From an optimization exercise on the open Yosys and OpenROAD flow, aimed at small area; shortcuts taken in it are not production practice.
In this exercise RTL edits were held to simulation tests only and were not proved equivalent to the original.

## the reference run
## mvm_host_ctrl
module mvm_host_ctrl #(
   parameter int k       = 8,
   parameter int b       = 8,
   parameter int timeout = 4096
) (
   input  logic                  clk,
   input  logic                  reset,
   input  logic                  cmd_valid,
   output logic                  cmd_ready,
   input  logic [1:0]            cmd_mode,
   input  logic                  in_valid,
   output logic                  in_ready,
   input  logic signed [b-1:0]   in_data,
   output logic                  loadMatrix,
   output logic                  loadVector,
   output logic                  start,
   output logic signed [b-1:0]   data_in,
   input  logic                  done,
   input  logic signed [2*b-1:0] data_out,
   output logic                  res_valid,
   input  logic                  res_ready,
   output logic signed [2*b-1:0] res_data,
   output logic                  res_last,
   output logic                  busy,
   output logic                  err
);
   localparam int NW = k*k + k;       
   localparam int TW = $clog2(timeout);
   typedef enum logic [3:0] {
      S_IDLE    = 4'd0,
      S_ERR     = 4'd1,    
      S_FILL    = 4'd2,
      S_LOAD1   = 4'd3,
      S_STREAM1 = 4'd4,
      S_LOAD2   = 4'd5,
      S_STREAM2 = 4'd6,
      S_START   = 4'd7,
      S_WAIT    = 4'd8,
      S_CAPTURE = 4'd9,
      S_DRAIN   = 4'd10
   } state_t;
   state_t           state_q, state_d;
   logic [1:0]       mode_q;
   logic [TW-1:0]    cnt_q, cnt_d;
   logic [8*NW-1:0]  ch_q;            
   logic             en;
   wire idle    = (state_q == S_IDLE) || (state_q == S_ERR);
   wire fill    = (state_q == S_FILL);
   wire stream  = (state_q == S_STREAM1) || (state_q == S_STREAM2);
   wire capture = (state_q == S_CAPTURE);
   wire drain   = (state_q == S_DRAIN);
   wire waiting = (state_q == S_WAIT);
   wire c_71   = cnt_q[6] & (&cnt_q[2:0]);
   wire c_63   = &cnt_q[5:0];
   wire c_7    = &cnt_q[2:0];
   wire c_tmo  = &cnt_q[TW-1:1];      
   wire fill_last = mode_q[1] ? (mode_q[0] ? c_7 : c_63) : c_71;
   wire first_last = mode_q[0] ? c_7 : c_63;
   always_comb begin
      state_d = state_q;
      case (state_q)
         S_IDLE, S_ERR: if (cmd_valid) state_d = S_FILL;
                        else           state_d = S_IDLE;
  ...
For scale: about 1500 cells after synthesis, ~590 flip-flops, roughly 65 I/O pins, ~19000 um2 of cells after synthesis.
==> module mvm_host_ctrl, before the edit <==
module mvm_host_ctrl #(
   parameter int k       = 8,
   parameter int b       = 8,
   parameter int timeout = 4096
) (
   input  logic                  clk,
   input  logic                  reset,
   input  logic                  cmd_valid,
   output logic                  cmd_ready,
   input  logic [1:0]            cmd_mode,
   input  logic                  in_valid,
   output logic                  in_ready,
   input  logic signed [b-1:0]   in_data,
   output logic                  loadMatrix,
   output logic                  loadVector,
   output logic                  start,
   output logic signed [b-1:0]   data_in,
   input  logic                  done,
   input  logic signed [2*b-1:0] data_out,
   output logic                  res_valid,
   input  logic                  res_ready,
   output logic signed [2*b-1:0] res_data,
   output logic                  res_last,
   output logic                  busy,
   output logic                  err
);
   localparam int NW = k*k + k;       
   localparam int TW = $clog2(timeout);
   typedef enum logic [3:0] {
      S_IDLE    = 4'd0,
      S_ERR     = 4'd1,    
      S_FILL    = 4'd2,
      S_LOAD1   = 4'd3,
      S_STREAM1 = 4'd4,
      S_LOAD2   = 4'd5,
      S_STREAM2 = 4'd6,
      S_START   = 4'd7,
      S_WAIT    = 4'd8,
      S_CAPTURE = 4'd9,
      S_DRAIN   = 4'd10
   } state_t;
   state_t           state_q, state_d;
   logic [1:0]       mode_q;
   logic [TW-1:0]    cnt_q, cnt_d;
   logic [8*NW-1:0]  ch_q;            
   logic             en;
   wire idle    = (state_q == S_IDLE) || (state_q == S_ERR);
   wire fill    = (state_q == S_FILL);
   wire stream  = (state_q == S_STREAM1) || (state_q == S_STREAM2);
   wire capture = (state_q == S_CAPTURE);
   wire drain   = (state_q == S_DRAIN);
   wire waiting = (state_q == S_WAIT);
   wire c_71   = cnt_q[6] & (&cnt_q[2:0]);
   wire c_63   = &cnt_q[5:0];
   wire c_7    = &cnt_q[2:0];
   wire c_tmo  = &cnt_q[TW-1:1];      
   wire fill_last = mode_q[1] ? (mode_q[0] ? c_7 : c_63) : c_71;
   wire first_last = mode_q[0] ? c_7 : c_63;
   always_comb begin
      state_d = state_q;
      case (state_q)
         S_IDLE, S_ERR: if (cmd_valid) state_d = S_FILL;
                        else           state_d = S_IDLE;
         S_FILL:    if (in_valid && fill_last) state_d = S_LOAD1;
         S_LOAD1:   state_d = S_STREAM1;
         S_STREAM1: if (first_last) begin
                       if (mode_q[1]) state_d = S_START;
                       else           state_d = S_LOAD2;
                    end
         S_LOAD2:   state_d = S_STREAM2;
         S_STREAM2: if (c_71) state_d = S_START;
         S_START:   state_d = S_WAIT;
         S_WAIT:    if (done) state_d = S_CAPTURE;
                    else if (c_tmo) state_d = S_ERR;
         S_CAPTURE: if (c_7) state_d = S_DRAIN;
         S_DRAIN:   if (res_ready && c_7) state_d = S_IDLE;
         default:   state_d = S_IDLE;
      endcase
   end
   wire sh_in  = (fill && in_valid) || stream;
   wire sh_res = capture || (drain && res_ready);
   assign en = sh_in || sh_res || idle || waiting || (state_q == S_START);
   wire c_clr = idle || (state_q == S_LOAD1) || (state_q == S_START) || (waiting && done);
   wire c_inc = en;
   always_comb begin
      if (c_clr) cnt_d = '0;
      else       cnt_d = cnt_q + TW'(c_inc);
   end
   always_ff @(posedge clk) begin
      if (reset) state_q <= S_IDLE;
      else       state_q <= state_d;
      cnt_q <= cnt_d;
      if (idle) mode_q <= cmd_mode;
   end
   wire hold = (state_q == S_LOAD1) || (state_q == S_LOAD2)
               || (fill && !in_valid) || (drain && !res_ready);
   always_ff @(posedge clk) begin
      ch_q[7:0]                <= ({8{sh_in}} & in_data)
                                | ({8{sh_res}} & data_out[7:0])
                                | ({8{hold}} & ch_q[7:0]);
      ch_q[8*k-1:8]            <= ({8*(k-1){en}} & ch_q[8*k-9:0])
                                | ({8*(k-1){hold}} & ch_q[8*k-1:8]);
      ch_q[8*k +: 8]           <= ({8{sh_in}} & ch_q[8*(k-1) +: 8])
                                | ({8{sh_res}} & data_out[15:8])
                                | ({8{hold}} & ch_q[8*k +: 8]);
      ch_q[8*NW-1:8*(k+1)]     <= ({8*(NW-k-1){en}} & ch_q[8*NW-9:8*k])
                                | ({8*(NW-k-1){hold}} & ch_q[8*NW-1:8*(k+1)]);
   end
   wire t_all = stream && !mode_q[1];
   wire t_mat = stream && (mode_q == 2'd2);
   wire t_vec = stream && (mode_q == 2'd3);
   assign cmd_ready  = idle;
   assign busy       = !idle;
   assign in_ready   = fill;
   assign err        = (state_q == S_ERR);
   assign start      = (state_q == S_START);
   assign loadMatrix = ((state_q == S_LOAD1) && !mode_q[0]) || ((state_q == S_LOAD2) &&  mode_q[0]);
   assign loadVector = ((state_q == S_LOAD1) &&  mode_q[0]) || ((state_q == S_LOAD2) && !mode_q[0]);
   assign data_in    = ({8{t_all}} & ch_q[8*(NW-1) +: 8])
                     | ({8{t_mat}} & ch_q[8*(k*k-1) +: 8])
                     | ({8{t_vec}} & ch_q[8*(k-1) +: 8]);
   assign res_valid  = drain;
   assign res_data   = {ch_q[8*(2*k-1) +: 8], ch_q[8*(k-1) +: 8]};
   assign res_last   = drain && c_7;
endmodule
export LEC_CHECK = 0
export CAP_MARGIN = 0
export CORE_MARGIN = 2
export CORE_UTILIZATION = 85
export SLEW_MARGIN = 0
create_clock -name core_clock -period 5.0 [get_ports {clk}]
standard.sh (not shown) runs the stock make flow with config.mk's settings and CLKGATE_MAP_FILE= SYNTH_SCRIPT=/design/flow/synth_recipe.tcl, a recipe that flattens the netlist after the stock synthesis.
==> flow/flow/run.sh <==
#!/bin/bash
# The standard layout, with two changes: the ports get the smallest buffer
# (sky130 buf_1) instead of the one buffer_ports picks by default, and clock
# tree synthesis inserts no dummy loads. Every other step is the standard flow's own.
set -euo pipefail
cd "$(dirname "$0")/.."
bash standard.sh \
  "BUFFER_PORTS_ARGS=-buffer_cell sky130_fd_sc_hd__buf_1" \
  "CTS_ARGS=-sink_clustering_enable -repair_clock_nets -dont_use_dummy_load -buf_list sky130_fd_sc_hd__clkbuf_4 -sink_clustering_size 12 -sink_clustering_max_diameter 30" \
  finish > standard.log 2>&1
In summary, the reference run completed successfully, with a layout that passed the timing, DRC and antenna checks.
Input-level comparison between the trial run and the reference run:
-- flow/design.v --
<<< the reference run, line 80
   wire sh_in  = (fill && in_valid) || stream;
   wire sh_res = capture || (drain && res_ready);
   assign en = sh_in || sh_res || idle || waiting || (state_q == S_START);
   wire c_clr = idle || (state_q == S_LOAD1) || (state_q == S_START) || (waiting && done);
   wire c_inc = en;
   always_comb begin
      if (c_clr) cnt_d = '0;
>>> the trial run, line 80
   wire sh_in  = (fill && in_valid) || stream;
   wire sh_res = capture || (drain && res_ready);
   assign en = sh_in || sh_res;
   wire c_clr = idle || (state_q == S_LOAD1) || (state_q == S_START) || (waiting && done);
   wire c_inc = en || waiting;
   always_comb begin
      if (c_clr) cnt_d = '0;
<<< the reference run, line 93
      if (idle) mode_q <= cmd_mode;
   end
   wire hold = (state_q == S_LOAD1) || (state_q == S_LOAD2)
               || (fill && !in_valid) || (drain && !res_ready);
   always_ff @(posedge clk) begin
>>> the trial run, line 93
      if (idle) mode_q <= cmd_mode;
   end
   wire hold = idle || (state_q == S_LOAD1) || (state_q == S_LOAD2) || (state_q == S_START) || waiting
               || (fill && !in_valid) || (drain && !res_ready);
   always_ff @(posedge clk) begin
Findings:
- When the final numbers for the reference run and the trial run were put side by side, the data arrival time of the critical path turned out to be smaller in the trial run.
- Looking at cell count across the reference run and the trial run, the one that comes out lower is the reference run.
- Diff the reference run and the trial run: worst setup margin higher in the trial run
- Compared the reference run against the trial run; first-pass GRT wire length within noise.
- Comparing the reference run and the trial run, met2 track demand over resource is higher on the trial run.
- | post-route clock period utilization | the trial run vs the reference run | 1.2 points lower |
- Compared with the reference run, the trial run shows actual slew at the worst max-slew pin higher by 0.24 ns.
- From the reference run to the trial run the numbers moved as follows: hold slack fell 0.022 ns, simple-gate area share of the yosys netlist rose 0.68 points.

-- re-timing with driven ports --
No port has a modelled driver above. Below, the same layouts with a new extraction and two added sets of constraints. Step 1 sets driving cells, clkbuf_16 on the clock port and buf_2 on the other inputs (assumed; they add their load-dependent delay and slew). Step 2 times the ports against the registers' clock, not the clock port: input delays grow and output delays shrink by t, the midpoint of the rising clock arrivals with the driver on. a / b / c = ideal ports / drivers / drivers and shift; a / b = the first two.
| run | t, ns | setup slack, ns | slew at the worst register clock pin (ns) | cell pins on the clock port's net |
|---|---|---|---|---|
| the reference run | 0.733 | 1.480 / 1.431 / 1.749 | 0.12 / 0.12 | 1 |
| the trial run | 0.694 | 1.542 / 1.495 / 1.629 | 0.12 / 0.12 | 1 |
After both steps setup and hold are still met in every run listed.
